Background: an optimization exercise with open tools, aiming at small area, a short achievable clock period and few clock cycles per item. Do not read the settings as production practice.
Only simulation tests tie the RTL to the original design; equivalence was not proved.
Power figures rest on the tool's default switching activity, not on a simulated workload.

--- flow/design.v ---
`default_nettype none
package alu_exec_pkg;
    localparam logic [4:0] c_OP_ADD    = 5'd0;
    localparam logic [4:0] c_OP_SUB    = 5'd1;
    localparam logic [4:0] c_OP_XOR    = 5'd2;
    localparam logic [4:0] c_OP_OR     = 5'd3;
    localparam logic [4:0] c_OP_AND    = 5'd4;
    localparam logic [4:0] c_OP_SLL    = 5'd5;
    localparam logic [4:0] c_OP_SRL    = 5'd6;
    localparam logic [4:0] c_OP_SRA    = 5'd7;
    localparam logic [4:0] c_OP_SLT    = 5'd8;
    localparam logic [4:0] c_OP_SLTU   = 5'd9;
    localparam logic [4:0] c_OP_MUL    = 5'd16;
    localparam logic [4:0] c_OP_MULH   = 5'd17;
    localparam logic [4:0] c_OP_MULHSU = 5'd18;
    localparam logic [4:0] c_OP_MULHU  = 5'd19;
    localparam logic [4:0] c_OP_DIV    = 5'd20;
    localparam logic [4:0] c_OP_DIVU   = 5'd21;
    localparam logic [4:0] c_OP_REM    = 5'd22;
    localparam logic [4:0] c_OP_REMU   = 5'd23;
    localparam logic [1:0] c_ALU_OP_ADD    = 2'b00;
    localparam logic [1:0] c_ALU_OP_BRANCH = 2'b01;
    localparam logic [1:0] c_ALU_OP_RTYPE  = 2'b10;
    localparam logic [1:0] c_ALU_OP_ITYPE  = 2'b11;
    localparam logic [6:0] c_FUNCT7_ALT  = 7'd32;
    localparam logic [6:0] c_FUNCT7_MEXT = 7'd1;
    localparam logic [1:0] c_ST_IDLE     = 2'd0;
    localparam logic [1:0] c_ST_MUL      = 2'd1;
    localparam logic [1:0] c_ST_DIV      = 2'd2;
    localparam logic [1:0] c_ST_DONE_DIV = 2'd3;
    function automatic logic is_mul_op(input logic [4:0] op);
        is_mul_op = op[4] && !op[2];
    endfunction
    function automatic logic is_div_op(input logic [4:0] op);
        is_div_op = op[4] && op[2];
    endfunction
endpackage
`default_nettype wire
`default_nettype none
module alu_op_decode
#(
    parameter int M_EXT = 1
) (
    input  logic [1:0] alu_op,
    input  logic [2:0] funct3,
    input  logic [6:0] funct7,
    output logic [4:0] op
);
    logic       w_alt;
    logic [4:0] w_base_op;
    assign w_alt = (funct7 == alu_exec_pkg::c_FUNCT7_ALT);
    always_comb begin
        w_base_op = alu_exec_pkg::c_OP_ADD;
        case (funct3)
            3'd0:    w_base_op = alu_exec_pkg::c_OP_ADD;
            3'd1:    w_base_op = alu_exec_pkg::c_OP_SLL;
            3'd2:    w_base_op = alu_exec_pkg::c_OP_SLT;
            3'd3:    w_base_op = alu_exec_pkg::c_OP_SLTU;
            3'd4:    w_base_op = alu_exec_pkg::c_OP_XOR;
            3'd5:    w_base_op = w_alt ? alu_exec_pkg::c_OP_SRA : alu_exec_pkg::c_OP_SRL;
            3'd6:    w_base_op = alu_exec_pkg::c_OP_OR;
            default: w_base_op = alu_exec_pkg::c_OP_AND;
        endcase
    end
    always_comb begin
        op = alu_exec_pkg::c_OP_ADD;
        case (alu_op)
            alu_exec_pkg::c_ALU_OP_ADD: op = alu_exec_pkg::c_OP_ADD;
            alu_exec_pkg::c_ALU_OP_BRANCH: begin
                case (funct3)
                    3'd4, 3'd5: op = alu_exec_pkg::c_OP_SLT;
                    3'd6, 3'd7: op = alu_exec_pkg::c_OP_SLTU;
                    default:    op = alu_exec_pkg::c_OP_SUB;
                endcase
            end
            alu_exec_pkg::c_ALU_OP_RTYPE: begin
                if ((M_EXT != 0) && (funct7 == alu_exec_pkg::c_FUNCT7_MEXT))
                    op = {2'b10, funct3};
                else if ((funct3 == 3'd0) && w_alt)
                    op = alu_exec_pkg::c_OP_SUB;
                else
                    op = w_base_op;
            end
            default: begin
                op = (funct3 == 3'd0) ? alu_exec_pkg::c_OP_ADD : w_base_op;
            end
        endcase
    end
endmodule
`default_nettype wire
`default_nettype none
module alu_exec_unit
#(
    parameter int XLEN  = 32,
    parameter int M_EXT = 1
) (
    input  logic            clk,
    input  logic            rst,
    input  logic            flush,
    input  logic            in_valid,
    output logic            in_ready,
    input  logic [1:0]      alu_op,
    input  logic [2:0]      funct3,
    input  logic [6:0]      funct7,
    input  logic [XLEN-1:0] op_a,
    input  logic [XLEN-1:0] op_b,
    output logic            out_valid,
    input  logic            out_ready,
    output logic [XLEN-1:0] result,
    output logic            result_zero
);
    generate
        if (XLEN != 32) begin : g_bad_xlen
            $error("alu_exec_unit: only XLEN = 32 is supported");
        end
    endgenerate
    localparam int c_BASE  = 0;    
    localparam int c_ABSA  = 1;    
    localparam int c_ABSB  = 2;    
    localparam int c_LZC   = 3;    
    localparam int c_SHIFT = 4;    
    localparam int c_DITER = 5;    
    localparam int c_MITER = 6;    
    localparam int c_RES   = 7;    
    localparam int c_CORR  = 8;    
    localparam int c_FIN   = 9;    
    localparam int c_NST   = 10;
    logic             r_xv;        
    logic [c_NST-1:0] r_st;
    logic             r_div;       
    logic             r_quot;      
    logic             r_mul0;      
    logic             r_negb;      
    logic             r_fneg;      
    logic             r_ms;        
    logic             r_corr;      
    logic             r_pb;        
    logic             r_sub;       
    logic             r_mfire;     
    logic             r_rsum, r_rxor, r_ror, r_rand, r_rsh, r_rslt, r_rsltu;
    logic             r_sll, r_sra;
    logic [4:0]       r_cnt;
    logic             r_cy;
    logic [31:0]      r_a;
    logic [31:0]      r_b;
    logic [32:0]      r_s;
    logic [32:0]      r_c;
    logic             r_rv;        
    logic [31:0]      r_res;
    logic [4:0] w_op;
    alu_op_decode #(.M_EXT(M_EXT)) u_decode (
        .alu_op (alu_op),
        .funct3 (funct3),
        .funct7 (funct7),
        .op     (w_op)
    );
    wire w_in_m    = w_op[4];
    wire w_in_div  = w_op[4] && w_op[2];
    wire w_in_quot = w_in_div && !w_op[1];
    wire w_a_sgn   = (w_op == alu_exec_pkg::c_OP_MULH) || (w_op == alu_exec_pkg::c_OP_MULHSU) ||
                     (w_op == alu_exec_pkg::c_OP_DIV)  || (w_op == alu_exec_pkg::c_OP_REM);
    wire w_b_sgn   = (w_op == alu_exec_pkg::c_OP_MULH) || (w_op == alu_exec_pkg::c_OP_DIV) ||
                     (w_op == alu_exec_pkg::c_OP_REM);
    wire w_in_nega = w_a_sgn && op_a[31];
    wire w_in_negb = w_b_sgn && op_b[31];
    function automatic logic [6:0] adder_ctl(input logic [c_NST-1:0] st, input logic quot,
                                             input logic div, input logic fneg,
                                             input logic sub, input logic cy);
        logic sels, selc, inva, za, invb, zb, ci;
        sels = st[c_RES];
        selc = st[c_RES] || st[c_CORR] || (st[c_FIN] && quot);
        inva = st[c_ABSA] || (st[c_FIN] && div && !quot && fneg);
        za   = st[c_ABSB] || (st[c_FIN] && !(div && !quot));
        invb = (sub && st[c_BASE]) || st[c_ABSB] || st[c_LZC] || st[c_DITER] ||
               (st[c_FIN] && quot && fneg);
        zb   = st[c_ABSA] || (st[c_FIN] && div && !quot);
        ci   = (sub && st[c_BASE]) || st[c_ABSA] || st[c_ABSB] || st[c_LZC] || st[c_DITER] ||
               (st[c_FIN] && fneg) || (st[c_RES] && cy);
        adder_ctl = {sels, selc, inva, za, invb, zb, ci};
    endfunction
    logic [6:0] r_actl;
    wire a_sels = r_actl[6];
    wire a_selc = r_actl[5];
    wire a_inva = r_actl[4];
    wire a_za   = r_actl[3];
    wire a_invb = r_actl[2];
    wire a_zb   = r_actl[1];
    wire a_ci   = r_actl[0];
    wire [31:0] w_xa  = ((a_sels ? r_s[31:0] : r_a) ^ {32{a_inva}}) & {32{!a_za}};
    wire [31:0] w_xb  = ((a_selc ? r_c[31:0] : r_b) ^ {32{a_invb}}) & {32{!a_zb}};
    wire [32:0] w_sum = {1'b0, w_xa} + {1'b0, w_xb} + {32'd0, a_ci};
    function automatic logic [31:0] rev32(input logic [31:0] x);
        rev32 = {x[0], x[1], x[2], x[3], x[4], x[5], x[6], x[7],
                 x[8], x[9], x[10], x[11], x[12], x[13], x[14], x[15],
                 x[16], x[17], x[18], x[19], x[20], x[21], x[22], x[23],
                 x[24], x[25], x[26], x[27], x[28], x[29], x[30], x[31]};
    endfunction
    wire         w_sh_align = r_st[c_SHIFT];
    wire         w_sh_left  = w_sh_align || r_sll;
    wire [31:0]  w_sh_data  = w_sh_align ? r_b : r_a;
    wire [4:0]   w_sh_amt   = w_sh_align ? r_cnt : r_b[4:0];
    wire [31:0]  w_sh_in    = w_sh_left ? rev32(w_sh_data) : w_sh_data;
    wire         w_sh_fill  = r_sra && w_sh_data[31];
    wire [32:0]  w_sh_wide  = $signed({w_sh_fill, w_sh_in}) >>> w_sh_amt;
    wire [31:0]  w_sh_out   = w_sh_left ? rev32(w_sh_wide[31:0]) : w_sh_wide[31:0];
    wire w_lt  = (r_a[31] ^ r_b[31]) ? r_a[31] : w_sum[31];
    wire w_ltu = !w_sum[32];
    wire [31:0] w_xres = ({32{r_rsum}} & w_sum[31:0]) |
                         ({32{r_rxor}} & (r_a ^ r_b)) |
                         ({32{r_ror}}  & (r_a | r_b)) |
                         ({32{r_rand}} & (r_a & r_b)) |
                         ({32{r_rsh}}  & w_sh_out) |
                         ({32{r_mfire}} & {w_low[7:0], r_b[31:8]}) |
                         {31'd0, (r_rslt && w_lt) || (r_rsltu && w_ltu)};
    function automatic logic [81:0] csa41(input logic [40:0] x, input logic [40:0] y,
                                          input logic [40:0] z);
        logic [40:0] s, c;
        s = x ^ y ^ z;
        c = (x & y) | (x & z) | (y & z);
        csa41 = {c[39:0], 1'b0, s};
    endfunction
    wire [33:0] w_m1 = {r_ms, r_ms, r_a};
    wire [33:0] w_m2 = {r_ms, r_a, 1'b0};
    logic [34:0] w_pp [4];
    always_comb begin
        for (int j = 0; j < 4; j++) begin
            logic        b1, b0, bm, one, two;
            logic [33:0] y;
            b1  = r_b[2*j+1];
            b0  = r_b[2*j];
            bm  = (j == 0) ? r_pb : r_b[2*j-1];
            one = b0 ^ bm;
            two = (b1 && !b0 && !bm) || (!b1 && b0 && bm);
            y   = (({34{one}} & w_m1) | ({34{two}} & w_m2)) ^ {34{b1}};
            w_pp[j] = {{1'b0, !y[33], y[32]} + 3'd1, y[31:0]};
        end
    end
    wire [40:0] w_r0 = {6'd0, w_pp[0]};
    wire [40:0] w_r1 = {4'd0, w_pp[1], 1'b0, r_cy};
    wire [40:0] w_r2 = {2'd0, w_pp[2], 4'd0};
    wire [40:0] w_r3 = {w_pp[3], 6'd0};
    wire [81:0] w_l1a = csa41({8'd0, r_s}, {8'd0, r_c}, w_r0);
    wire [81:0] w_l1b = csa41(w_r1, w_r2, w_r3);
    wire [81:0] w_l2  = csa41(w_l1a[40:0], w_l1a[81:41], w_l1b[40:0]);
    wire [81:0] w_l3  = csa41(w_l2[40:0], w_l2[81:41], w_l1b[81:41]);
    wire [8:0]  w_low = {1'b0, w_l3[7:0]} + {1'b0, w_l3[48:41]};
    logic [31:0] w_nb;
    always_comb begin
        for (int j = 0; j < 16; j++) begin
            w_nb[2*j]   = op_b[2*j+1];
            w_nb[2*j+1] = 1'b0;
        end
    end
    function automatic logic [5:0] clz32(input logic [31:0] x);
        logic [15:0] z1;
        logic [15:0] c1;
        logic [7:0]  z2;
        logic [15:0] c2;
        logic [3:0]  z3;
        logic [11:0] c3;
        logic [1:0]  z4;
        logic [7:0]  c4;
        for (int i = 0; i < 16; i++) begin
            z1[i] = !(x[2*i+1] || x[2*i]);
            c1[i] = !x[2*i+1];
        end
        for (int i = 0; i < 8; i++) begin
            z2[i]         = z1[2*i+1] && z1[2*i];
            c2[2*i +: 2]  = z1[2*i+1] ? {1'b1, c1[2*i]} : {1'b0, c1[2*i+1]};
        end
        for (int i = 0; i < 4; i++) begin
            z3[i]         = z2[2*i+1] && z2[2*i];
            c3[3*i +: 3]  = z2[2*i+1] ? {1'b1, c2[4*i +: 2]} : {1'b0, c2[4*i+2 +: 2]};
        end
        for (int i = 0; i < 2; i++) begin
            z4[i]         = z3[2*i+1] && z3[2*i];
            c4[4*i +: 4]  = z3[2*i+1] ? {1'b1, c3[6*i +: 3]} : {1'b0, c3[6*i+3 +: 3]};
        end
        if (z4[1] && z4[0]) clz32 = 6'd32;
        else                clz32 = z4[1] ? {2'b01, c4[3:0]} : {2'b00, c4[7:4]};
    endfunction
    wire [5:0] w_clz_a = clz32(r_a);
    wire [5:0] w_clz_b = clz32(r_b);
    wire       w_bz    = (r_b == 32'd0);
    wire       w_altb  = !w_sum[32];       
    wire [5:0] w_lzd   = w_clz_b - w_clz_a;
    wire w_pop    = r_rv && out_ready;
    wire w_can    = !r_rv || out_ready;
    wire w_x_fin  = r_st[c_BASE] || r_st[c_FIN] || r_st[c_CORR] || (r_st[c_RES] && !r_corr) ||
                    r_mfire;
    wire w_x_fire = r_xv && w_x_fin && w_can;
    wire w_rdy    = !rst && (!r_xv || (w_x_fin && w_can));
    wire w_load   = in_valid && w_rdy;
    wire w_step   = r_xv && !w_x_fin;
    logic             n_xv;
    logic [c_NST-1:0] n_st;
    logic             n_div, n_quot, n_mul0, n_negb, n_fneg, n_sub, n_ms, n_corr, n_pb;
    logic             n_rsum, n_rxor, n_ror, n_rand, n_rsh, n_rslt, n_rsltu, n_sll, n_sra;
    logic [4:0]       n_cnt;
    logic             n_cy;
    logic [31:0]      n_a, n_b;
    logic [32:0]      n_s, n_c;
    logic             n_rv;
    logic [31:0]      n_res;
    always_comb begin
        n_st    = r_st;
        n_div   = r_div;
        n_quot  = r_quot;
        n_mul0  = r_mul0;
        n_negb  = r_negb;
        n_fneg  = r_fneg;
        n_sub   = r_sub;
        n_ms    = r_ms;
        n_corr  = r_corr;
        n_pb    = r_pb;
        n_rsum  = r_rsum;
        n_rxor  = r_rxor;
        n_ror   = r_ror;
        n_rand  = r_rand;
        n_rsh   = r_rsh;
        n_rslt  = r_rslt;
        n_rsltu = r_rsltu;
        n_sll   = r_sll;
        n_sra   = r_sra;
        n_cnt   = r_cnt;
        n_cy    = r_cy;
        n_a     = r_a;
        n_b     = r_b;
        n_s     = r_s;
        n_c     = r_c;
        if (w_load) begin
            n_a     = op_a;
            n_b     = op_b;
            n_s     = {1'b1, w_nb};
            n_c     = 33'd0;
            n_cy    = 1'b0;
            n_pb    = 1'b0;
            n_cnt   = 5'd3;
            n_ms    = w_in_nega;
            n_corr  = w_in_m && !w_in_div && w_op[1] && op_b[31];
            n_div   = w_in_div;
            n_quot  = w_in_quot;
            n_mul0  = (w_op == alu_exec_pkg::c_OP_MUL);
            n_negb  = w_in_negb;
            n_fneg  = w_in_quot ? (w_in_nega ^ w_in_negb) : w_in_nega;
            n_sub   = (w_op == alu_exec_pkg::c_OP_SUB) || (w_op == alu_exec_pkg::c_OP_SLT) ||
                      (w_op == alu_exec_pkg::c_OP_SLTU);
            n_rsum  = (w_in_m && (w_op != alu_exec_pkg::c_OP_MUL)) || (w_op == alu_exec_pkg::c_OP_ADD) || (w_op == alu_exec_pkg::c_OP_SUB);
            n_rxor  = (w_op == alu_exec_pkg::c_OP_XOR);
            n_ror   = (w_op == alu_exec_pkg::c_OP_OR);
            n_rand  = (w_op == alu_exec_pkg::c_OP_AND);
            n_rsh   = (w_op == alu_exec_pkg::c_OP_SLL) || (w_op == alu_exec_pkg::c_OP_SRL) ||
                      (w_op == alu_exec_pkg::c_OP_SRA);
            n_rslt  = (w_op == alu_exec_pkg::c_OP_SLT);
            n_rsltu = (w_op == alu_exec_pkg::c_OP_SLTU);
            n_sll   = (w_op == alu_exec_pkg::c_OP_SLL);
            n_sra   = (w_op == alu_exec_pkg::c_OP_SRA);
            n_st    = '0;
            if (!w_in_m)        n_st[c_BASE]  = 1'b1;
            else if (!w_in_div) n_st[c_MITER] = 1'b1;
            else if (w_in_nega) n_st[c_ABSA]  = 1'b1;
            else if (w_in_negb) n_st[c_ABSB]  = 1'b1;
            else                n_st[c_LZC]   = 1'b1;
        end else if (w_step) begin
            n_st = '0;
            if (r_st[c_ABSA]) begin
                n_a = w_sum[31:0];
                if (r_negb) n_st[c_ABSB] = 1'b1;
                else        n_st[c_LZC]  = 1'b1;
            end
            if (r_st[c_ABSB]) begin
                n_b = w_sum[31:0];
                n_st[c_LZC] = 1'b1;
            end
            if (r_st[c_LZC]) begin
                n_c   = {33{w_bz}};                
                n_cnt = w_lzd[4:0];
                if (w_bz && r_quot) n_fneg = 1'b0;
                if (w_bz || w_altb) n_st[c_FIN]   = 1'b1;    
                else                n_st[c_SHIFT] = 1'b1;
            end
            if (r_st[c_SHIFT]) begin
                n_b = w_sh_out;
                n_st[c_DITER] = 1'b1;
            end
            if (r_st[c_DITER]) begin
                if (w_sum[32]) n_a = w_sum[31:0];
                n_c   = {1'b0, r_c[30:0], w_sum[32]};
                n_b   = {1'b0, r_b[31:1]};
                n_cnt = r_cnt - 5'd1;
                if (r_cnt == 5'd0) n_st[c_FIN]   = 1'b1;
                else               n_st[c_DITER] = 1'b1;
            end
            if (r_st[c_MITER]) begin
                n_s   = w_l3[40:8];
                n_c   = w_l3[81:49];
                n_cy  = w_low[8];
                n_pb  = r_b[7];
                n_b   = {w_low[7:0], r_b[31:8]};
                n_cnt = r_cnt - 5'd1;
                if (r_cnt != 5'd0) n_st[c_MITER] = 1'b1;
                else if (r_mul0)   n_st[c_FIN]   = 1'b1;
                else               n_st[c_RES]   = 1'b1;
            end
            if (r_st[c_RES]) begin
                n_c = {1'b0, w_sum[31:0]};
                n_st[c_CORR] = 1'b1;
            end
        end
        if (flush)         n_xv = 1'b0;
        else if (w_load)   n_xv = 1'b1;
        else if (w_x_fire) n_xv = 1'b0;
        else               n_xv = r_xv;
        n_rv  = r_rv;
        n_res = r_res;
        if (flush) begin
            n_rv = 1'b0;
        end else if (w_x_fire) begin
            n_res = w_xres;
            n_rv  = 1'b1;
        end else if (w_pop) begin
            n_rv = 1'b0;
        end
    end
    always_ff @(posedge clk or posedge rst) begin
        if (rst) begin
            r_xv  <= 1'b0;
            r_rv  <= 1'b0;
        end else begin
            r_xv  <= n_xv;
            r_rv  <= n_rv;
        end
    end
    always_ff @(posedge clk) begin
        r_st    <= n_st;
        r_div   <= n_div;
        r_quot  <= n_quot;
        r_mul0  <= n_mul0;
        r_negb  <= n_negb;
        r_fneg  <= n_fneg;
        r_sub   <= n_sub;
        r_ms    <= n_ms;
        r_corr  <= n_corr;
        r_pb    <= n_pb;
        r_rsum  <= n_rsum;
        r_mfire <= n_st[c_MITER] && n_mul0 && (n_cnt == 5'd0);
        r_rxor  <= n_rxor;
        r_ror   <= n_ror;
        r_rand  <= n_rand;
        r_rsh   <= n_rsh;
        r_rslt  <= n_rslt;
        r_rsltu <= n_rsltu;
        r_sll   <= n_sll;
        r_sra   <= n_sra;
        r_cnt   <= n_cnt;
        r_actl  <= adder_ctl(n_st, n_quot, n_div, n_fneg, n_sub, n_cy);
        r_cy    <= n_cy;
        r_a     <= n_a;
        r_b     <= n_b;
        r_s     <= n_s;
        r_c     <= n_c;
        r_res   <= n_res;
    end
    assign in_ready    = w_rdy;
    assign out_valid   = r_rv;
    assign result      = r_res;
    assign result_zero = (r_res == 32'd0);
endmodule
`default_nettype wire
--- flow/run.sh ---
#!/bin/bash
# synth_recipe.tcl (not shown) runs the flow's synth.tcl, then flattens the netlist and writes it again
# the make line also repeats each setting of config.mk as NAME=value (left out here)
make -C /OpenROAD-flow-scripts/flow DESIGN_CONFIG=/design/flow/config.mk WORK_HOME=/design/flow/orfs CLKGATE_MAP_FILE= SYNTH_SCRIPT=/design/flow/synth_recipe.tcl finish
--- flow/config.mk ---
export PLATFORM = sky130hd
export DESIGN_NAME = alu_exec_unit
export DESIGN_NICKNAME = alu_exec_unit
export VERILOG_FILES = /design/flow/design.v
export SDC_FILE = /design/flow/constraint.sdc
export NUM_CORES = 4
export LEC_CHECK = 0
export ABC_CLOCK_PERIOD_IN_PS = 3000
export CAP_MARGIN = 20
export CORE_MARGIN = 2
export CORE_UTILIZATION = 30
export SETUP_SLACK_MARGIN = 4.5
export SLEW_MARGIN = 20
--- flow/constraint.sdc ---
create_clock -name core_clock -period 9.0 [get_ports {clk}]
set_input_delay 1.8000 -clock core_clock [delete_from_list [all_inputs] [get_ports {clk}]]
set_output_delay 1.8000 -clock core_clock [all_outputs]
set_load 0.01 [all_outputs]
==> results of run 1 <==
[routing by layer]
layer  vias to the layer above  GRT usage [%]
li1                      12700              -
met1                     14200           38.8
met2                      2420           41.4
met3                       542           8.80
met4                         2           16.8
met5                         -              0
[flip-flops by register name, indices dropped and copies added (netlist names), 5 cells and up]
register  cells
r_c          33
r_s          33
r_a          32
r_b          32
r_res        32
r_st         10
r_actl        6
r_cnt         5
[placed cells by master, fill, tap and decap left out, types with 11 or more instances in the layout]
cell type	netlist	layout
sky130_fd_sc_hd__nand2_1	326	319
sky130_fd_sc_hd__nor2_1	325	314
sky130_fd_sc_hd__a21oi_1	328	312
sky130_fd_sc_hd__o21ai_0	326	312
sky130_fd_sc_hd__inv_1	240	226
sky130_fd_sc_hd__mux2i_1	166	164
sky130_fd_sc_hd__buf_4	6	155
sky130_fd_sc_hd__a22oi_1	141	139
sky130_fd_sc_hd__fa_1	131	129
sky130_fd_sc_hd__edfxtp_1	124	124
sky130_fd_sc_hd__ha_1	129	119
sky130_fd_sc_hd__clkdlybuf4s50_1	0	108
sky130_fd_sc_hd__a211oi_1	98	96
sky130_fd_sc_hd__xor2_1	75	72
sky130_fd_sc_hd__dfxtp_1	79	71
sky130_fd_sc_hd__o22ai_1	57	55
sky130_fd_sc_hd__o211ai_1	51	51
sky130_fd_sc_hd__nand3_1	36	35
sky130_fd_sc_hd__clkbuf_16	0	34
sky130_fd_sc_hd__mux2_2	33	33
sky130_fd_sc_hd__nand2b_1	32	30
sky130_fd_sc_hd__a221oi_1	35	30
sky130_fd_sc_hd__a31oi_1	26	26
sky130_fd_sc_hd__o221ai_1	27	25
sky130_fd_sc_hd__a21o_1	22	22
sky130_fd_sc_hd__a221o_1	21	21
sky130_fd_sc_hd__o21ai_1	12	21
sky130_fd_sc_hd__nor3_1	21	20
sky130_fd_sc_hd__xnor2_1	28	20
sky130_fd_sc_hd__nor4_1	26	18
sky130_fd_sc_hd__o21a_1	17	17
sky130_fd_sc_hd__a22o_1	17	17
sky130_fd_sc_hd__nand4_1	14	14
sky130_fd_sc_hd__and3_1	15	14
sky130_fd_sc_hd__o211a_1	14	14
sky130_fd_sc_hd__a21oi_2	0	13
sky130_fd_sc_hd__buf_12	0	13
sky130_fd_sc_hd__o31ai_1	12	11
[final timing paths]
path / from / end / slack (ps) / cells past startpoint
max: r_b[1] / r_actl[0] / 4430 / 19
min: r_fneg / r_actl[4] / 490 / 2
max reg2reg: r_b[1] / r_actl[0] / 4430 / 19
min reg2reg: r_fneg / r_actl[4] / 490 / 2
max in group asynchronous: rst / r_xv / 7480 / 2
min in group asynchronous: rst / r_rv / 1410 / 2
[synth_stat cells (28+ instances only)]
library cell | instances | share of area, %
sky130_fd_sc_hd__nand2b_1 | 32 | 0.74
sky130_fd_sc_hd__xor2_1 | 75 | 2.4
sky130_fd_sc_hd__a211oi_1 | 98 | 2.7
sky130_fd_sc_hd__nor2_1 | 325 | 4.5
sky130_fd_sc_hd__a221oi_1 | 35 | 1.1
sky130_fd_sc_hd__o22ai_1 | 57 | 1.3
sky130_fd_sc_hd__buf_1 | 44 | 0.61
sky130_fd_sc_hd__a22oi_1 | 141 | 3.9
sky130_fd_sc_hd__nand3_1 | 36 | 0.67
sky130_fd_sc_hd__mux2_2 | 33 | 1.4
sky130_fd_sc_hd__a21oi_1 | 328 | 6.1
sky130_fd_sc_hd__o21ai_0 | 326 | 6.0
sky130_fd_sc_hd__clkbuf_1 | 255 | 3.5
sky130_fd_sc_hd__dfxtp_1 | 79 | 5.8
sky130_fd_sc_hd__nand2_1 | 326 | 4.5
sky130_fd_sc_hd__fa_1 | 131 | 9.7
sky130_fd_sc_hd__o211ai_1 | 51 | 1.4
sky130_fd_sc_hd__mux2i_1 | 166 | 6.1
sky130_fd_sc_hd__edfxtp_1 | 124 | 14
sky130_fd_sc_hd__buf_2 | 32 | 0.59
sky130_fd_sc_hd__inv_1 | 240 | 3.3
sky130_fd_sc_hd__ha_1 | 129 | 6.0
sky130_fd_sc_hd__xnor2_1 | 28 | 0.91
[worst reg2reg max path, cell delays in order (launching register included)]
cell	delay [ps]
sky130_fd_sc_hd__edfxtp_1	490
sky130_fd_sc_hd__buf_12	180
sky130_fd_sc_hd__buf_4	150
sky130_fd_sc_hd__xor2_1	220
sky130_fd_sc_hd__and2_4	240
sky130_fd_sc_hd__buf_12	190
sky130_fd_sc_hd__a22oi_2	60
sky130_fd_sc_hd__o21ai_1	120
sky130_fd_sc_hd__fa_1	450
sky130_fd_sc_hd__fa_1	490
sky130_fd_sc_hd__fa_1	550
sky130_fd_sc_hd__inv_1	90
sky130_fd_sc_hd__ha_4	300
sky130_fd_sc_hd__inv_1	60
sky130_fd_sc_hd__o21bai_1	180
sky130_fd_sc_hd__a21oi_2	120
sky130_fd_sc_hd__nand2_1	80
sky130_fd_sc_hd__o21ai_1	80
sky130_fd_sc_hd__or3_4	380
sky130_fd_sc_hd__o2111ai_2	90
[kinds of logic after synthesis]
family,after synthesis
compound gates,1282
mux,213
simple gates,855
buf+inv,593
xor+xnor,103
flops,205
fa+ha+maj,262
[per-stage QoR]
step | total power (W) | instances | utilization (%) | instance area [sq um] | worst slack [ps]
after global routing | 0.00762 | 4705 | 35.5 | 31800 | 4290
after detailed placement | 0.00546 | 4561 | 32.5 | 29200 | 3380
after CTS | 0.00681 | 4650 | 34.3 | 30800 | 4380
after floorplan | 0.00386 | 3513 | - | 27100 | 4520
final | 0.00729 | 4707 | 35.5 | 31800 | 4430
after global placement | 0.00546 | 4561 | 32.5 | 29200 | 3410
[power by group]
group	leakage [nW]	internal, W	switching (W)	total, W
sequential	1.83	0.00109	0.000114	0.00121
combinational	10.3	0.00182	0.00313	0.00496
clock	0.448	0.000625	0.000502	0.00113
total	12.6	0.00354	0.00375	0.00729
[layout make-up]
type / instances / area (sq um) / area share [%]
multi-input cells: 2720 / 20200 / 63.3
flip-flops and latches: 205 / 5380 / 16.9
repair buffers: 305 / 2950 / 9.27
well taps: 1176 / 1470 / 4.62
inverters: 247 / 976 / 3.07
clock buffers: 40 / 807 / 2.54
clock inverters: 12 / 78.8 / 0.248
diodes: 2 / 5.00 / 0.0157
[repair_timing]
| action | CTS | global route |
|---|---|---|
| pin swaps | 21 | 40 |
| gates cloned | 6 | 6 |
| setup endpoints to repair | 95 | 71 |
| buffers inserted | 31 | 49 |
| resized for setup | 97 | 104 |
==> summary.md, run 1 <==
| Metric | Value |
|---|---|
| Die Area | roughly 90000 sq um |
| Highest clock rate | 219 MHz |
| Wire length of the first global-routing pass | 199 mm |
| Worst path bufs/invs | 5 |
| Met3 Wirelength | 19.5 mm |
| Effective utilization at floorplan | between 30% and 40% |
| Post-route DRC violation count | 0 |
| Source-to-sink clock delay at the later pin of the worst-skew pair | about 620 ps |
| Final-layout setup total negative slack | 0 ps |
| Power density normalized to cell area | 229 nW/um^2 |
| Fin Hold WS | 492 ps |
| Library cell appearing most often on the critical path | sky130_fd_sc_hd__fa_1 |
| Endpoints failing hold | 0 |
| Worst setup skew after layout | ~23 ps |
| Net count of the mapped netlist | 3854 |
| Sequential share of the synthesized area | roughly a fifth |
| Highest-delay cell along the critical path | sky130_fd_sc_hd__fa_1 |
| Total Wirelength | 143 mm |
| Largest family of logic cells by synthesized area | compound AO/OA/AOI/OAI gates |
| Pre-Repair DR Iteration Count | 8 |
| Number of design-rule violations left by the first detailed-router iteration | slightly below 5000 |
| Ratio of final minimum period to clock period | about half |
| Synthesized netlist cell count | ~3500 |
| Delay of the slowest cell on the worst path | approximately 550 ps |
| Routed wire per std cell | around 30 um |
| Via/cell ratio | 6.35 |
| Flip-flop cell with the highest count after synthesis | sky130_fd_sc_hd__edfxtp_1 |
| Synthesized area | roughly 27000 sq um |
| Arr. time, crit path | approximately 5000 ps |
| Count of hold-fix buffers inserted at cts | 0 |
| Run status | no timing/DRC/antenna violations |
| Die H | between 300 and 400 um |
| Category of the most critical setup path | reg -> reg |
| Total routing resource utilization after global routing | between 20% and 30% |
| Detailed-routing wirelength on met1 | roughly 55 mm |
| Nets | a little under 4000 |
| Transition time of the tightest slew-check pin | 1160 ps |
| Adder-Cell Fraction of Synth Area | 15.7% |
| Floorplan die width | just over 300 um |
| Fraction of registers with async set/reset | 0.976% |
| Total number of H-tree levels | 1 |
| Residual antenna-violating net count after detailed routing | 0 |
| Post-synthesis area per instance | 7.71 sq um |
| Crit. End Element | register |
| Critical Path Start Type | register |
| Unrepaired setup endpoints after global routing | true |
| Leakage power of the design | between 10 and 15 nW |
| Ratio of cells with drive above 1 in the final layout | roughly 13% |
| Headroom to the max-slew limit | 22.3% |
| Detail Placement HPWL | 102 mm |
| Pin count of the biggest net entering global routing | 85 |
| Synth Area in Simple Gates | 13.7% |
| Top layer reached by signal wires | met5 |
| Worst VDD drop | 175 uV |
| Routability Congestion | roughly 1.0 |
| Max_cap viols | 0 |
| Post-synthesis sequential element count | roughly 210 |
| IO Pins | around 120 |
| Library cell used as clock root buffer | sky130_fd_sc_hd__clkbuf_16 |
| Number of standard-cell rows in the floorplan | between 100 and 150 |
| Detail Route met2 WL | approximately 58 mm |
| Final count of negative-setup-slack endpoints | 0 |
| Clock transition time at the flip-flop clock pins of the worst setup and hold paths | about 60 ps |
| Buffers from clock root to sink, at most | 3 |
| Vias after detailed routing | 29900 |
| Number of buffers created by CTS | 28 |
| Clock sink count | slightly above 200 |
| Count of flip-flops with a built-in enable after synthesis | ~120 |
| Share of synthesized area spent on multiplexers | under 10% |
| Largest fanout on the critical path | 16 |
| Count of input and output buffers | between 100 and 150 |
| CP Data Required Time | 9520 ps |
| Clock tree from TritonCTS | done |
| Top delay family on crit path | adder cells |
| Via count of the first global-routing pass | 26800 |
| Cell-by-cell listing of the critical path | buf_12 > buf_4 > xor2_1 > and2_4 > buf_12 > a22oi_2 > o21ai_1 > fa_1 > fa_1 > fa_1 > inv_1 > ha_4 > inv_1 > o21bai_1 > a21oi_2 > nand2_1 > o21ai_1 > or3_4 > o2111ai_2 |
| Fraction of synthesized cell area in xor and xnor cells | between 3 and 4% |
| Final critical delay including setup and external delays | approximately 4600 ps |
| Number of different library cells in the post-synthesis netlist | between 90 and 100 |
| HP Class | reg -> reg |
| Fill cell total of the finished layout | roughly 9400 |
| Core Region | 89700 sq um |
| Yosys warning total | 3 |
| Compound-gate portion of the synthesized area | 30.2% |
| Initial antenna violation count | 5 |
| GRT overflow | 0 |
| Final number of max-transition violations | 0 |
| Synthesis-to-layout area growth | 17.6% |
Testbench counts, summed over its fixed seeds: cycles 24,816, items 9,600.
==> inputs of run 2 (changes only) <==
--- a/flow/config.mk
+++ b/flow/config.mk
@@ -9,5 +9,5 @@
 export CAP_MARGIN = 20
 export CORE_MARGIN = 2
 export CORE_UTILIZATION = 30
-export SETUP_SLACK_MARGIN = 4.5
+export SETUP_SLACK_MARGIN = 5
 export SLEW_MARGIN = 20
==> summary.md, run 2 <==
| Metric | Value |
|---|---|
| Combined area of the multi-input logic cells | roughly 21000 sq um |
| Max_cap viols | 0 |
| Critical Path Start Type | register |
| Largest fanout on the critical path | 75 |
| Count of flip-flops with a built-in enable after synthesis | 124 |
| Final-layout setup total negative slack | 0 ps |
| Endpoints failing hold | 0 |
| Number of instances in the placed design | 4564 |
| Residual antenna-violating net count after detailed routing | 0 |
| Nets | about 4000 |
| Total number of H-tree levels | 1 |
| Routability Congestion | 1.03 |
| Via count of the first global-routing pass | 28100 |
| Switching power share of the total | 51.3% |
| Count of input and output buffers | about 120 |
| Most frequent cells in the layout | 310 x sky130_fd_sc_hd__nand2_1, 309 x sky130_fd_sc_hd__nor2_1, 300 x sky130_fd_sc_hd__a21oi_1 |
| Source-to-sink clock delay at the later pin of the worst-skew pair | 620 ps |
| Worst VDD drop | between 150 and 200 uV |
| Sequential share of the synthesized area | between 10% and 20% |
| Vias after detailed routing | around 31000 |
| Pin count of the biggest net entering global routing | between 100 and 150 |
| Wire length of the first global-routing pass | 209 mm |
| Routed wire per std cell | approximately 32 um |
| Top cell types by occurrence after synthesis | 328 x sky130_fd_sc_hd__a21oi_1, 326 x sky130_fd_sc_hd__nand2_1, 326 x sky130_fd_sc_hd__o21ai_0 |
| Die Area | approximately 93000 sq um |
| Synthesized netlist cell count | ~3500 |
| Ratio of final minimum period to clock period | 50.0% |
| Clock share of power | ~14% |
| Via/cell ratio | 6.45 |
| Total routing resource utilization after global routing | between 30 and 40% |
| Fin Hold WS | around 470 ps |
| Clock tree from TritonCTS | done |
| Crit. End Element | register |
| Final count of negative-setup-slack endpoints | 0 |
| Synthesized area | roughly 27000 sq um |
| Total Wirelength | approximately 150 mm |
| Switching power | around 0.0041 W |
| Worst setup skew after layout | about 13 ps |
| Ratio of cells with drive above 1 in the final layout | between 10% and 20% |
| Cell with the most instances after synthesis | sky130_fd_sc_hd__a21oi_1 |
| Clock sink count | about 210 |
| Share of power burned in registers | 14.6% |
| Unrepaired setup endpoints after global routing | true |
| Number of different library cells in the post-synthesis netlist | between 90 and 100 |
| Flip-flop cell with the highest count after synthesis | sky130_fd_sc_hd__edfxtp_1 |
| Yosys warning total | 3 |
| Pre-Repair DR Iteration Count | 10 |
| Floorplan die width | roughly 300 um |
| Footprint of the flip-flops and latches | roughly 5400 sq um |
| Run status | no timing/DRC/antenna violations |
| Initial antenna violation count | 10 |
| Transition time of the tightest slew-check pin | 1260 ps |
| Share of total power in combinational logic | 71.2% |
| Net count of the mapped netlist | 3854 |
| Number of buffers created by CTS | 28 |
| IO Pins | between 100 and 150 |
| HP Class | reg -> reg |
| Number of design-rule violations left by the first detailed-router iteration | approximately 4900 |
| Category of the most critical setup path | reg -> reg |
| Final number of max-transition violations | 0 |
| Leakage power of the design | 13.6 nW |
| Final critical delay including setup and external delays | 4500 ps |
| Post-layout instance count excluding filler cells | just under 5000 |
| Detail Placement HPWL | just over 100 mm |
| Post-synthesis area per instance | between 7 and 8 sq um |
| Fraction of registers with async set/reset | less than 1% |
| Commonest non-fill, non-tap cell in the layout | sky130_fd_sc_hd__nand2_1 |
| Post-synthesis sequential element count | just over 200 |
| Buffers from clock root to sink, at most | 3 |
| Highest clock rate | about 220 MHz |
| Number of standard-cell rows in the floorplan | 110 |
| Area share of the largest cell type after synthesis | 13.8% |
| Largest cells by area after synthesis | sky130_fd_sc_hd__edfxtp_1 14%, sky130_fd_sc_hd__fa_1 9.7%, sky130_fd_sc_hd__mux2i_1 6.1% |
| Count of hold-fix buffers inserted at cts | 0 |
| Pre-CTS WS | ~3600 ps |
| Clock transition time at the flip-flop clock pins of the worst setup and hold paths | approximately 60 ps |
| Die H | 304 um |
| Post-route DRC violation count | 0 |
| Library cell used as clock root buffer | sky130_fd_sc_hd__clkbuf_16 |
| Fill cell total of the finished layout | 9137 |
| Synth area leader | sky130_fd_sc_hd__edfxtp_1 |
| GRT overflow | 0 |
| Headroom to the max-slew limit | 14.5% |
| Final worst slack | between 4000 and 5000 ps |
| Internal Dissipation | ~0.0039 W |
| Power density normalized to cell area | around 230 nW/um^2 |
| CP Data Required Time | roughly 9400 ps |
| Arr. time, crit path | 4860 ps |
| Effective utilization at floorplan | between 30% and 40% |
| Top Registers | r_c (33), r_s (33) |
| Core Region | 89700 sq um |
| Synthesis-to-layout area growth | 26.5% |
## run 2: cells by family after synthesis
logic type	count (synthesis)	share of synthesized area [%]
and+or+nand+nor	855	13.7
xor gates and xnor gates	103	3.33
AOI/OAI and AO/OA	1282	30.2
adders and majority gates	262	15.7
buffers and inverters	593	8.77
muxes	213	8.52
DFF	205	19.8
## run 2: through the flow
stage	area (sq um)	utilization, %	total power [W]
after floorplan	27400	-	0.00392
after global routing	34200	38.2	0.00831
after CTS	32700	36.4	0.00736
after detailed placement	29300	32.6	0.00559
after global placement	29300	32.6	0.00559
final	34300	38.2	0.00804
## run 2: final cells by class
cell class / count / share of cell area [%]
inverter: 247 / 2.97
sequential: 205 / 15.7
timing repair buffer: 419 / 13.3
multi-input combinational: 2722 / 61.1
tap: 1176 / 4.30
antenna: 2 / 0.0146
clock inverter: 16 / 0.351
clock buffer: 36 / 2.31
## run 2: path summary, 6_finish.rpt
path | cells past startpoint | endpoint | startpoint | slack (ps)
hold / removal | 2 | r_actl[4] | r_fneg | 470
max in group asynchronous | 2 | r_xv | rst | 7710
setup / recovery | 14 | r_res[28] | r_pb | 4500
min in group asynchronous | 2 | r_rv | rst | 1180
hold reg to reg | 2 | r_actl[4] | r_fneg | 470
setup reg to reg | 14 | r_res[28] | r_pb | 4500
## run 2: timing repair
action	4_1_cts	5_1_grt
gates resized for setup	240	213
pin swaps	54	66
setup endpoints to repair	224	121
buffers inserted	114	58
gates cloned	22	11
## run 2: layer usage
layer / up-vias / global-route usage [%] / routed length (um)
met3: 617 / 11.4 / 23400
li1: 12900 / - / -
met1: 14900 / 39.6 / 57400
met2: 2721 / 44.4 / 61800
met5: - / 0 / 85
met4: 14 / 16.8 / 11300
## run 2: critical path: stages, from the launching register on
cell	delay (ps)
sky130_fd_sc_hd__dfxtp_4	540
sky130_fd_sc_hd__buf_6	490
sky130_fd_sc_hd__xnor2_1	180
sky130_fd_sc_hd__nor2_1	70
sky130_fd_sc_hd__xnor2_1	230
sky130_fd_sc_hd__fa_1	500
sky130_fd_sc_hd__inv_1	90
sky130_fd_sc_hd__ha_1	250
sky130_fd_sc_hd__ha_1	190
sky130_fd_sc_hd__ha_2	180
sky130_fd_sc_hd__inv_2	40
sky130_fd_sc_hd__fa_2	350
sky130_fd_sc_hd__xor2_1	500
sky130_fd_sc_hd__o21ai_0	300
sky130_fd_sc_hd__a211o_1	290
## run 2: power by group through the flow
| stage | clock network [W] | registers [W] | logic (W) |
|---|---|---|---|
| final | 0.00114 | 0.00118 | 0.00572 |
| after global routing | 0.00118 | 0.00117 | 0.00596 |
| after CTS | 0.00114 | 0.00117 | 0.00505 |
| after detailed placement | 0 | 0.00123 | 0.00436 |
| after global placement | 0 | 0.00123 | 0.00437 |
| after floorplan | 0 | 0.00115 | 0.00277 |
==> inputs of run 3 (changes only) <==
--- a/flow/config.mk
+++ b/flow/config.mk
@@ -9,5 +9,5 @@
 export CAP_MARGIN = 20
 export CORE_MARGIN = 2
 export CORE_UTILIZATION = 30
-export SETUP_SLACK_MARGIN = 5
+export SETUP_SLACK_MARGIN = 4.0
 export SLEW_MARGIN = 20
==> summary.md, run 3 <==
| Metric | Value |
|---|---|
| Post-synthesis area per instance | roughly 7.7 sq um |
| Buffers from clock root to sink, at most | 3 |
| Category of the most critical setup path | reg -> reg |
| Number of buffers created by CTS | 28 |
| Cell-by-cell listing of the critical path | buf_6 > mux2i_1 > xor2_1 > nor2_1 > ha_1 > and3_1 > a221o_1 > a221oi_2 > nor2_1 > o211ai_2 > a21boi_1 > or3_1 > and2_1 > a311o_1 |
| Clock transition time at the flip-flop clock pins of the worst setup and hold paths | 60 ps |
| Crit. End Element | register |
| Count of hold-fix buffers inserted at cts | 0 |
| Synthesis-to-layout area growth | 12.6% |
| Worst path bufs/invs | 1 |
| Final-layout setup total negative slack | 0 ps |
| Commonest non-fill, non-tap cell in the layout | sky130_fd_sc_hd__a21oi_1 |
| Fraction of registers with async set/reset | less than 1% |
| Detail Placement HPWL | just over 100 mm |
| Final number of max-transition violations | 0 |
| Critical Path Start Type | register |
| Die H | 304 um |
| HP Class | reg -> reg |
| Library cell appearing most often on the critical path | sky130_fd_sc_hd__nor2_1 |
| Routed wire per std cell | 30.3 um |
| Net count of the mapped netlist | 3854 |
| Total Wirelength | 141 mm |
| Power density normalized to cell area | roughly 230 nW/um^2 |
| Post-layout instance count excluding filler cells | about 4600 |
| Core Region | between 80000 and 90000 sq um |
| Worst VDD drop | approximately 150 uV |
| Area share of the largest cell type after synthesis | ~14% |
| Vias after detailed routing | ~30000 |
| Initial antenna violation count | 7 |
| Cell with the most instances after synthesis | sky130_fd_sc_hd__a21oi_1 |
| Library cell used as clock root buffer | sky130_fd_sc_hd__clkbuf_16 |
| Effective utilization at floorplan | between 30 and 40% |
| Fill cell total of the finished layout | around 9500 |
| Post-synthesis sequential element count | about 210 |
| GRT overflow | 0 |
| Count of input and output buffers | about 120 |
| Transition time of the tightest slew-check pin | approximately 1200 ps |
| Ratio of cells with drive above 1 in the final layout | ~8.4% |
| IO Pins | ~120 |
| Final count of negative-setup-slack endpoints | 0 |
| Clock tree from TritonCTS | done |
| Synthesized area | ~27000 sq um |
| Yosys warning total | 3 |
| Source-to-sink clock delay at the later pin of the worst-skew pair | 600 ps |
| Total routing resource utilization after global routing | 28.9% |
| Nets | roughly 3800 |
| Count of flip-flops with a built-in enable after synthesis | about 120 |
| Synth area leader | sky130_fd_sc_hd__edfxtp_1 |
| Number of instances in the placed design | around 4600 |
| Clock sink count | approximately 210 |
| Max_cap viols | 0 |
| Floorplan die width | between 300 and 400 um |
| Wire length of the first global-routing pass | roughly 200 mm |
| Largest cells by area after synthesis | sky130_fd_sc_hd__edfxtp_1 14%, sky130_fd_sc_hd__fa_1 9.7%, sky130_fd_sc_hd__mux2i_1 6.1% |
| Flip-flop cell with the highest count after synthesis | sky130_fd_sc_hd__edfxtp_1 |
| Most frequent cells in the layout | 325 x sky130_fd_sc_hd__a21oi_1, 323 x sky130_fd_sc_hd__o21ai_0, 319 x sky130_fd_sc_hd__nand2_1 |
| Pin count of the biggest net entering global routing | 116 |
| Arr. time, crit path | 5340 ps |
| Via/cell ratio | roughly 6.4 |
| Run status | no timing/DRC/antenna violations |
| Routability Congestion | between 1 and 1.5 |
| Unrepaired setup endpoints after global routing | true |
| CP Data Required Time | about 9400 ps |
| Number of standard-cell rows in the floorplan | 110 |
| Number of different library cells in the post-synthesis netlist | 94 |
| Final critical delay including setup and external delays | between 4000 and 5000 ps |
| Sequential share of the synthesized area | 19.8% |
| Residual antenna-violating net count after detailed routing | 0 |
| Via count of the first global-routing pass | between 20000 and 30000 |
| Worst setup skew after layout | 20.9 ps |
| Headroom to the max-slew limit | 16.8% |
| Pre-Repair DR Iteration Count | 7 |
| Ratio of final minimum period to clock period | 55.5% |
| Largest fanout on the critical path | 22 |
| Number of design-rule violations left by the first detailed-router iteration | a little under 5000 |
| Slack of the worst reg-to-reg path | ~4000 ps |
| Top cell types by occurrence after synthesis | 328 x sky130_fd_sc_hd__a21oi_1, 326 x sky130_fd_sc_hd__nand2_1, 326 x sky130_fd_sc_hd__o21ai_0 |
| Endpoints failing hold | 0 |
| Synthesized netlist cell count | about 3500 |
| Highest-delay cell along the critical path | sky130_fd_sc_hd__a221oi_2 |
| Die Area | roughly 93000 sq um |
| Leakage power of the design | approximately 12 nW |
| Highest clock rate | roughly 200 MHz |
| Delay of the slowest cell on the worst path | around 580 ps |
| Top delay family on crit path | compound AO/OA/AOI/OAI gates |
| Post-route DRC violation count | 0 |
| Top Registers | r_c (33), r_s (33) |
| Total number of H-tree levels | 1 |
-- run 3: cell count changes in the layout (fill, tap and decap cells not counted), moves of 16 or more --
cell / delta
sky130_fd_sc_hd__a21oi_2: -16
sky130_fd_sc_hd__buf_4: -101
sky130_fd_sc_hd__ha_1: +20
sky130_fd_sc_hd__buf_6: -35
sky130_fd_sc_hd__o21ai_1: -40
sky130_fd_sc_hd__buf_12: -23
sky130_fd_sc_hd__a21oi_1: +25
sky130_fd_sc_hd__o21ai_0: +46
-- run 3: area by class of cell --
cell class | count | area [sq um] | share of cell area, %
Tap cell | 1176 | 1470 | 4.83
Multi-Input combinational cell | 2717 | 19500 | 64.1
Antenna cell | 2 | 5.00 | 0.0164
Clock inverter | 22 | 260 | 0.854
Sequential cell | 205 | 5380 | 17.6
Clock buffer | 30 | 729 | 2.39
Timing Repair Buffer | 234 | 2150 | 7.06
Inverter | 247 | 947 | 3.11
-- run 3: power breakdown --
part / switching [W] / leakage (nW) / internal [W]
combinational: 0.00289 / 9.77 / 0.00156
clock: 0.000528 / 0.467 / 0.000709
sequential: 0.000128 / 1.83 / 0.00109
total: 0.00355 / 12.1 / 0.00336
-- run 3: stage by stage --
step / power [W] / instance area [sq um] / utilization, % / setup slack, ps / hold slack [ps]
floorplan: 0.00386 / 27100 / - / 4110 / 442
global placement: 0.00543 / 29100 / 32.4 / 3160 / 456
detailed placement: 0.00543 / 29100 / 32.5 / 3120 / 476
CTS: 0.00670 / 30300 / 33.7 / 3930 / 486
global route: 0.00724 / 30500 / 34.0 / 3880 / 509
finish: 0.00691 / 30500 / 34.0 / 4010 / 483
-- run 3: final timing paths --
check,startpoint,to,cells after the start
max,r_actl[5],r_res[0],14
min,r_fneg,r_actl[4],2
max reg2reg,r_actl[5],r_res[0],14
min reg2reg,r_fneg,r_actl[4],2
max in group asynchronous,rst,r_xv,2
min in group asynchronous,rst,r_rv,2
-- run 3: per-layer routing --
| metal | vias to the layer above | global-route usage, % | routed length, um |
|---|---|---|---|
| met5 | - | 0 | 34 |
| met2 | 2286 | 41.3 | 56900 |
| met4 | 6 | 15.2 | 9490 |
| met1 | 14300 | 39.5 | 55500 |
| met3 | 467 | 7.89 | 18600 |
| li1 | 12500 | - | - |
-- run 3: repair_timing --
item,4_1_cts,5_1_grt
buffers inserted,7,10
resized for setup,22,36
hold endpoints to repair,0,0
pin swaps,1,5
gates cloned,1,1
endpoints found under the setup margin,69,70
-- run 3: cell families after synthesis --
kind of cell,Yosys count,share of synthesized area [%]
adders and majority gates,262,15.7
AOI/OAI and AO/OA,1282,30.2
xor gates and xnor gates,103,3.33
and+or+nand+nor,855,13.7
DFF,205,19.8
muxes,213,8.52
buffers and inverters,593,8.77
-- run 3: tightest hold or removal path: cells and delay by family, from the launching register on --
kind,cells,cell delay (ps)
compound gates,1,70
buf+inv,1,60
flops,1,310
==> inputs of run 4 (changes only) <==
--- a/flow/config.mk
+++ b/flow/config.mk
@@ -5,9 +5,9 @@
 export SDC_FILE = /design/flow/constraint.sdc
 export NUM_CORES = 4
 export LEC_CHECK = 0
-export ABC_CLOCK_PERIOD_IN_PS = 3000
+export ABC_CLOCK_PERIOD_IN_PS = 4500
 export CAP_MARGIN = 20
 export CORE_MARGIN = 2
 export CORE_UTILIZATION = 30
-export SETUP_SLACK_MARGIN = 4.0
+export SETUP_SLACK_MARGIN = 4.5
 export SLEW_MARGIN = 20
==> summary.md, run 4 <==
| Metric | Value |
|---|---|
| Run status | no timing/DRC/antenna violations |
| Routed wire per std cell | between 30 and 40 um |
| Wire length of the first global-routing pass | 199 mm |
| Adder-Cell Fraction of Synth Area | between 15 and 20% |
| Compound-gate portion of the synthesized area | a little under a third |
| Via/cell ratio | about 6.4 |
| Nets | between 3000 and 4000 |
| Clock tree from TritonCTS | done |
| Final number of max-transition violations | 0 |
| Synthesis-to-layout area growth | 17.6% |
| Count of flip-flops with a built-in enable after synthesis | approximately 120 |
| Count of input and output buffers | 115 |
| Highest clock rate | 219 MHz |
| HP Class | reg -> reg |
| Unrepaired setup endpoints after global routing | true |
| Register-to-Register Path Depth | 19 |
| Ratio of cells with drive above 1 in the final layout | 12.6% |
| Sequential share of the synthesized area | approximately a fifth |
| Post-route DRC violation count | 0 |
| Yosys warning total | 3 |
| Library cell used as clock root buffer | sky130_fd_sc_hd__clkbuf_16 |
| Synthesized area | 27100 sq um |
| Endpoint of the worst register-to-register path | r_actl[0] |
| Cell depth of the worst hold path | 2 |
| Clock share of power | between 15 and 20% |
| Library cell appearing most often on the critical path | sky130_fd_sc_hd__fa_1 |
| Area share of the largest cell type after synthesis | between 10% and 20% |
| Buffers from clock root to sink, at most | 3 |
| Floorplan die width | roughly 300 um |
| Share of synthesized area spent on multiplexers | under 10% |
| Largest cells by area after synthesis | sky130_fd_sc_hd__edfxtp_1 14%, sky130_fd_sc_hd__fa_1 9.7%, sky130_fd_sc_hd__mux2i_1 6.1% |
| Vias after detailed routing | 29900 |
| Via count of the first global-routing pass | about 27000 |
| Total routing resource utilization after global routing | ~29% |
| Slack of the worst reg-to-reg path | 4430 ps |
| Synth area leader | sky130_fd_sc_hd__edfxtp_1 |
| Worst setup skew after layout | approximately 23 ps |
| Fin Hold WS | 492 ps |
| Launch instance of the worst min-delay path | r_fneg |
| Largest family of logic cells by synthesized area | compound AO/OA/AOI/OAI gates |
| Commonest non-fill, non-tap cell in the layout | sky130_fd_sc_hd__nand2_1 |
| Pre-Repair DR Iteration Count | 8 |
| Detail Placement HPWL | slightly above 100 mm |
| Critical Path Start Type | register |
| Initial antenna violation count | 5 |
| Switching power | between 0.003 and 0.004 W |
| Crit Reg-Reg Startpoint | r_b[1] |
| Internal Dissipation | 0.00354 W |
| Total number of H-tree levels | 1 |
| Top Registers | r_c (33), r_s (33) |
| Number of different library cells in the post-synthesis netlist | 94 |
| Final-layout setup total negative slack | 0 ps |
| Share of total power in combinational logic | 68.0% |
| Number of design-rule violations left by the first detailed-router iteration | 4832 |
| Highest-delay cell along the critical path | sky130_fd_sc_hd__fa_1 |
| Power density normalized to cell area | roughly 230 nW/um^2 |
| Worst VDD drop | between 150 and 200 uV |
| Transition time of the tightest slew-check pin | roughly 1200 ps |
| Number of buffers created by CTS | 28 |
| Hold endpoint | r_actl[4] |
| CP Data Required Time | between 9000 and 10000 ps |
| Leakage power of the design | around 13 nW |
| Routability Congestion | about 1 |
| Max_cap viols | 0 |
| Core Region | 89700 sq um |
| Synth Area in Simple Gates | approximately 14% |
| Synthesized netlist cell count | about 3500 |
| Endpoints failing hold | 0 |
| Final count of negative-setup-slack endpoints | 0 |
| Total Power Consumption | between 0.007 and 0.008 W |
| Ratio of final minimum period to clock period | between 50% and 60% |
| Effective utilization at floorplan | about 30% |
| Largest fanout on the critical path | 16 |
| Net count of the mapped netlist | about 3900 |
| Layout Utilization | 35.5% |
| Crit. End Element | register |
| Die Area | 92700 sq um |
| Cell with the most instances after synthesis | sky130_fd_sc_hd__a21oi_1 |
| Arr. time, crit path | ~5100 ps |
| Die H | between 300 and 400 um |
| Fraction of registers with async set/reset | less than 1% |
| Flip-flop cell with the highest count after synthesis | sky130_fd_sc_hd__edfxtp_1 |
| IO Pins | ~120 |
| Switching power share of the total | 51.4% |
| Cell-by-cell listing of the critical path | buf_12 > buf_4 > xor2_1 > and2_4 > buf_12 > a22oi_2 > o21ai_1 > fa_1 > fa_1 > fa_1 > inv_1 > ha_4 > inv_1 > o21bai_1 > a21oi_2 > nand2_1 > o21ai_1 > or3_4 > o2111ai_2 |
| Pin count of the biggest net entering global routing | 85 |
| Delay of the slowest cell on the worst path | between 500 and 600 ps |
| GRT overflow | 0 |
| Post-synthesis sequential element count | a little over 200 |
| Headroom to the max-slew limit | 22.3% |
| Clock transition time at the flip-flop clock pins of the worst setup and hold paths | 60 ps |
| Final critical delay including setup and external delays | 4570 ps |
| Clock sink count | between 200 and 250 |
| Source-to-sink clock delay at the later pin of the worst-skew pair | 620 ps |
| Number of standard-cell rows in the floorplan | 110 |
| Category of the most critical setup path | reg -> reg |
| Top cell types by occurrence after synthesis | 328 x sky130_fd_sc_hd__a21oi_1, 326 x sky130_fd_sc_hd__nand2_1, 326 x sky130_fd_sc_hd__o21ai_0 |
| Count of hold-fix buffers inserted at cts | 0 |
| Post-synthesis area per instance | 7.71 sq um |
| Total Wirelength | about 140 mm |
| Fraction of synthesized cell area in xor and xnor cells | ~3.3% |
| Share of power burned in registers | approximately 17% |
| Residual antenna-violating net count after detailed routing | 0 |
| Most frequent cells in the layout | 319 x sky130_fd_sc_hd__nand2_1, 314 x sky130_fd_sc_hd__nor2_1, 312 x sky130_fd_sc_hd__a21oi_1, 312 x sky130_fd_sc_hd__o21ai_0, 226 x sky130_fd_sc_hd__inv_1 |
[run 4: cell counts after synthesis]
Identical to the previous run, type by type.
[run 4: layer usage]
metal	vias up	wire, um	GRT usage [%]
met4	2	11000	16.8
met1	14200	55000	38.8
met3	542	19500	8.80
met5	-	12	0
met2	2420	57700	41.4
li1	12700	-	-
[run 4: cells by family after synthesis]
group / Yosys count
AND/OR/NAND/NOR: 855
multiplexers: 213
XOR/XNOR: 103
AO/OA/AOI/OAI: 1282
buffers and inverters: 593
adder cells (fa/ha/maj): 262
flip-flops: 205
[run 4: worst max-delay path by stage]
stage / from / end / cells past startpoint
final: r_b[1] / r_actl[0] / 19
after global routing: r_b[1] / r_actl[0] / 24
after CTS: r_b[1] / r_b[30] / 22
after detailed placement: r_b[1] / r_b[30] / 20
after global placement: r_b[1] / r_b[30] / 20
after floorplan: r_b[0] / r_b[30] / 19
[run 4: through the flow]
stage          setup WS, ps  cells  instance area, sq um
2_1_floorplan          4520   3513                 27100
3_3_place_gp           3410   4561                 29200
3_5_place_dp           3380   4561                 29200
4_1_cts                4380   4650                 30800
5_1_grt                4290   4705                 31800
6_report               4430   4707                 31800
[run 4: power groups by stage]
stage,registers [W],clock network [W],logic (W)
2_1_floorplan,0.00115,0,0.00271
3_3_place_gp,0.00123,0,0.00423
3_5_place_dp,0.00123,0,0.00423
4_1_cts,0.00120,0.00113,0.00448
5_1_grt,0.00120,0.00116,0.00526
6_report,0.00121,0.00113,0.00496
[run 4: worst max-delay path, delay by kind of cell, from the launching register on]
| kind | cells | cell delay (ps) |
|---|---|---|
| adder cells (fa/ha/maj) | 4 | 1790 |
| AND/OR/NAND/NOR | 3 | 690 |
| buffers and inverters | 5 | 650 |
| AO/OA/AOI/OAI | 6 | 640 |
| flip-flops | 1 | 490 |
| XOR/XNOR | 1 | 220 |
[run 4: layout make-up]
type	instances	area (sq um)
Clock inverter	12	78.8
Inverter	247	976
Multi-Input combinational cell	2720	20200
Timing Repair Buffer	305	2950
Sequential cell	205	5380
Fill cell	9388	57900
Clock buffer	40	807
Tap cell	1176	1470
Antenna cell	2	5.00
[run 4: timing repair]
action | in CTS | in global routing
gates cloned | 6 | 6
setup buffers | 31 | 49
pin swaps | 21 | 40
endpoints found under the setup margin | 95 | 71
gates resized for setup | 97 | 104
==> inputs of run 5 (changes only) <==
==> flow/config.mk (replaced) <==
export PLATFORM = sky130hd
export DESIGN_NAME = alu_exec_unit
export DESIGN_NICKNAME = alu_exec_unit
export VERILOG_FILES = /design/flow/design.v
export SDC_FILE = /design/flow/constraint.sdc
export NUM_CORES = 4
export LEC_CHECK = 0
export ABC_CLOCK_PERIOD_IN_PS = 3000
export CAP_MARGIN = 20
export CORE_MARGIN = 2
export CORE_UTILIZATION = 45
export SETUP_SLACK_MARGIN = 4.6
export SLEW_MARGIN = 20
==> summary.md, run 5 <==
| Metric | Value |
|---|---|
| Power density normalized to cell area | 235 nW/um^2 |
| Unrepaired setup endpoints after global routing | true |
| Number of standard-cell rows in the floorplan | 89 |
| Clock share of power | between 15 and 20% |
| Routed wire per std cell | around 34 um |
| Clock tree from TritonCTS | done |
| Wire length of the first global-routing pass | slightly above 200 mm |
| Die Area | roughly 62000 sq um |
| Synthesis-to-layout area growth | 18.0% |
| Total routing resource utilization after global routing | between 40% and 50% |
| Share of total power in combinational logic | slightly below 70% |
| HP Class | reg -> reg |
| Worst VDD drop | about 160 uV |
| Source-to-sink clock delay at the later pin of the worst-skew pair | between 600 and 700 ps |
| Final count of negative-setup-slack endpoints | 0 |
| GRT overflow | 0 |
| Critical Path Start Type | register |
| Run status | no timing/DRC/antenna violations |
| Total Wirelength | 149 mm |
| Number of buffers created by CTS | 28 |
| IO Pins | around 120 |
| Final-layout setup total negative slack | 0 ps |
| Endpoints failing hold | 0 |
| Fraction of registers with async set/reset | 0.976% |
| Top cell types by occurrence after synthesis | 328 x sky130_fd_sc_hd__a21oi_1, 326 x sky130_fd_sc_hd__nand2_1, 326 x sky130_fd_sc_hd__o21ai_0 |
| Count of hold-fix buffers inserted at cts | 0 |
| Floorplan die width | ~250 um |
| Largest fanout on the critical path | 16 |
| Flip-flop cell with the highest count after synthesis | sky130_fd_sc_hd__edfxtp_1 |
| Headroom to the max-slew limit | a little over a quarter |
| Delay of the slowest cell on the worst path | a little over 600 ps |
| Cell with the most instances after synthesis | sky130_fd_sc_hd__a21oi_1 |
| Largest cells by area after synthesis | sky130_fd_sc_hd__edfxtp_1 14%, sky130_fd_sc_hd__fa_1 9.7%, sky130_fd_sc_hd__mux2i_1 6.1% |
| Buffers from clock root to sink, at most | 3 |
| Net count of the mapped netlist | between 3000 and 4000 |
| Total number of H-tree levels | 1 |
| Post-synthesis sequential element count | 205 |
| Switching power share of the total | around 52% |
| Transition time of the tightest slew-check pin | between 1000 and 1500 ps |
| Final critical delay including setup and external delays | about 4500 ps |
| Clock transition time at the flip-flop clock pins of the worst setup and hold paths | ~60 ps |
| Highest clock rate | approximately 220 MHz |
| Pre-CTS WS | 3510 ps |
| Post-route DRC violation count | 0 |
| Final number of max-transition violations | 0 |
| Count of flip-flops with a built-in enable after synthesis | roughly 120 |
| Share of power burned in registers | 15.7% |
| Area share of the largest cell type after synthesis | between 10 and 15% |
| Arr. time, crit path | around 4900 ps |
| Detail Placement HPWL | between 100 and 150 mm |
| Library cell appearing most often on the critical path | sky130_fd_sc_hd__fa_1 |
| Sequential share of the synthesized area | 19.8% |
| Nets | 3888 |
| Synthesized area | ~27000 sq um |
| Clock sink count | 205 |
| Routability Congestion | just over 1 |
| Pre-Repair DR Iteration Count | 9 |
| Via/cell ratio | between 7 and 8 |
| Commonest non-fill, non-tap cell in the layout | sky130_fd_sc_hd__nand2_1 |
| Ratio of final minimum period to clock period | 49.8% |
| Ratio of cells with drive above 1 in the final layout | about 14% |
| Effective utilization at floorplan | between 40 and 50% |
| Number of design-rule violations left by the first detailed-router iteration | around 5300 |
| Max_cap viols | 0 |
| Leakage power of the design | 13.0 nW |
| Yosys warning total | 3 |
| Cell-by-cell listing of the critical path | buf_6 > clkinv_4 > nor2_4 > buf_12 > a22oi_1 > o22ai_1 > a21oi_2 > fa_1 > inv_2 > fa_1 > fa_1 > inv_2 > ha_4 > inv_4 > o21bai_1 > a21oi_2 > xnor2_2 > and2_4 > o22ai_2 > a21oi_1 |
| Internal Dissipation | 0.00364 W |
| Synthesized netlist cell count | 3513 |
| Synth area leader | sky130_fd_sc_hd__edfxtp_1 |
| Fill cell total of the finished layout | about 5700 |
| Number of different library cells in the post-synthesis netlist | between 90 and 100 |
| CP Data Required Time | ~9500 ps |
| Core Region | approximately 59000 sq um |
| Die H | around 250 um |
| Count of input and output buffers | roughly 120 |
| Pin count of the biggest net entering global routing | approximately 110 |
| Residual antenna-violating net count after detailed routing | 0 |
| Initial antenna violation count | 6 |
| Crit. End Element | register |
| Most frequent cells in the layout | 320 x sky130_fd_sc_hd__nand2_1, 313 x sky130_fd_sc_hd__nor2_1, 312 x sky130_fd_sc_hd__a21oi_1 |
| Top Registers | r_c (33), r_s (33) |
| Switching power | around 0.0039 W |
| Category of the most critical setup path | reg -> reg |
| Library cell used as clock root buffer | sky130_fd_sc_hd__clkbuf_16 |
| Vias after detailed routing | just over 30000 |
| Worst setup skew after layout | 33.0 ps |
| Via count of the first global-routing pass | between 20000 and 30000 |
| Post-synthesis area per instance | 7.71 sq um |
| Highest-delay cell along the critical path | sky130_fd_sc_hd__fa_1 |
| Final worst slack | 4520 ps |
==> run 5: cell counts after synthesis <==
No cell type changed its count.
==> run 5: logic make-up after synthesis <==
group / count (synthesis) / share of synthesized area, %
multiplexers: 213 / 8.52
AND/OR/NAND/NOR: 855 / 13.7
XOR/XNOR: 103 / 3.33
AO/OA/AOI/OAI: 1282 / 30.2
adder cells (fa/ha/maj): 262 / 15.7
buffers and inverters: 593 / 8.77
flip-flops: 205 / 19.8
==> run 5: timing repair <==
action	CTS	global route
pin swaps	17	50
endpoints found under the setup margin	130	91
buffers inserted	40	63
resized for setup	111	138
gates cloned	13	7
==> run 5: cell type report <==
| type | count | area, sq um | share of cell area, % |
|---|---|---|---|
| Multi-Input combinational cell | 2720 | 20100 | 63.0 |
| Sequential cell | 205 | 5380 | 16.8 |
| Clock buffer | 33 | 751 | 2.35 |
| Tap cell | 773 | 967 | 3.03 |
| Inverter | 247 | 997 | 3.12 |
| Clock inverter | 19 | 185 | 0.580 |
| Antenna cell | 5 | 12.5 | 0.0392 |
| Timing Repair Buffer | 345 | 3530 | 11.0 |
==> run 5: layer usage <==
layer	global-route usage, %	up-vias	share of wire [%]
met5	0	-	0.073
met4	28.8	8	8.9
li1	-	12700	-
met1	59.6	14600	37
met3	16.0	707	15
met2	62.1	2825	39
==> run 5: stage by stage <==
stage / total power [W] / util (%) / hold slack, ps / instance area (sq um) / cells
detailed placement: 0.00558 / 48.5 / 478 / 28700 / 4167
floorplan: 0.00387 / - / 442 / 27100 / 3513
global placement: 0.00553 / 48.5 / 467 / 28700 / 4166
finish: 0.00752 / 53.9 / 489 / 31900 / 4347
global route: 0.00777 / 53.9 / 515 / 31900 / 4342
CTS: 0.00704 / 52.0 / 486 / 30800 / 4272
==> run 5: worst max-delay path: cells and delay by family (launching register included) <==
| family | cells | cell delay, ps |
|---|---|---|
| AOI/OAI and AO/OA | 7 | 810 |
| xor gates and xnor gates | 1 | 290 |
| adders and majority gates | 4 | 1910 |
| buffers and inverters | 6 | 540 |
| DFF | 1 | 420 |
| and+or+nand+nor | 2 | 380 |
==> run 5: power by group through the flow <==
| stage | Combinational, W | Sequential, W | Clock (W) |
|---|---|---|---|
| after floorplan | 0.00271 | 0.00115 | 0 |
| after global placement | 0.00431 | 0.00122 | 0 |
| after detailed placement | 0.00436 | 0.00121 | 0 |
| after CTS | 0.00466 | 0.00118 | 0.00119 |
| after global routing | 0.00538 | 0.00118 | 0.00122 |
| final | 0.00515 | 0.00118 | 0.00119 |
==> run 5: path summary, 6_finish.rpt <==
path	slack [ps]	depth (start not counted)	from	endpoint
max	4520	20	r_b[1]	r_b[31]
min	490	2	r_s[3]	r_s[3]
max reg2reg	4520	20	r_b[1]	r_b[31]
min reg2reg	490	2	r_s[3]	r_s[3]
min in group asynchronous	1430	2	rst	r_rv
max in group asynchronous	7450	2	rst	r_xv

-- afterwards: timing with drivers on the ports --
No port has a modelled driver above. Below, the same layouts with a new extraction and two added sets of constraints. Step 1: set_driving_cell puts a clkbuf_16 on clk and a buf_2 on each other input, an assumption about the parent block. Step 2 also shifts input and output timing later by t, the mid clock arrival at the registers, as if the neighbouring blocks saw the same clock. Three values: ideal ports, drivers, drivers and shift; two values: the first two.
run | t (ns) | setup slack, ns | slew at the worst register clock pin (ns)
run 1 | 0.671 | 4.425 / 4.425 / 3.969 | 0.07 / 0.07
run 2 | 0.678 | 4.496 / 4.496 / 3.989 | 0.07 / 0.07
run 3 | 0.655 | 4.008 / 4.008 / 3.511 | 0.07 / 0.07
run 4 | 0.671 | 4.425 / 4.425 / 3.969 | 0.07 / 0.07
run 5 | 0.647 | 4.520 / 4.520 / 4.062 | 0.07 / 0.07
After both steps every run listed still meets setup and hold. For run 2, which loses most, drivers alone change the setup slack by 0.000 ns; drivers and shift together by -0.507 ns.
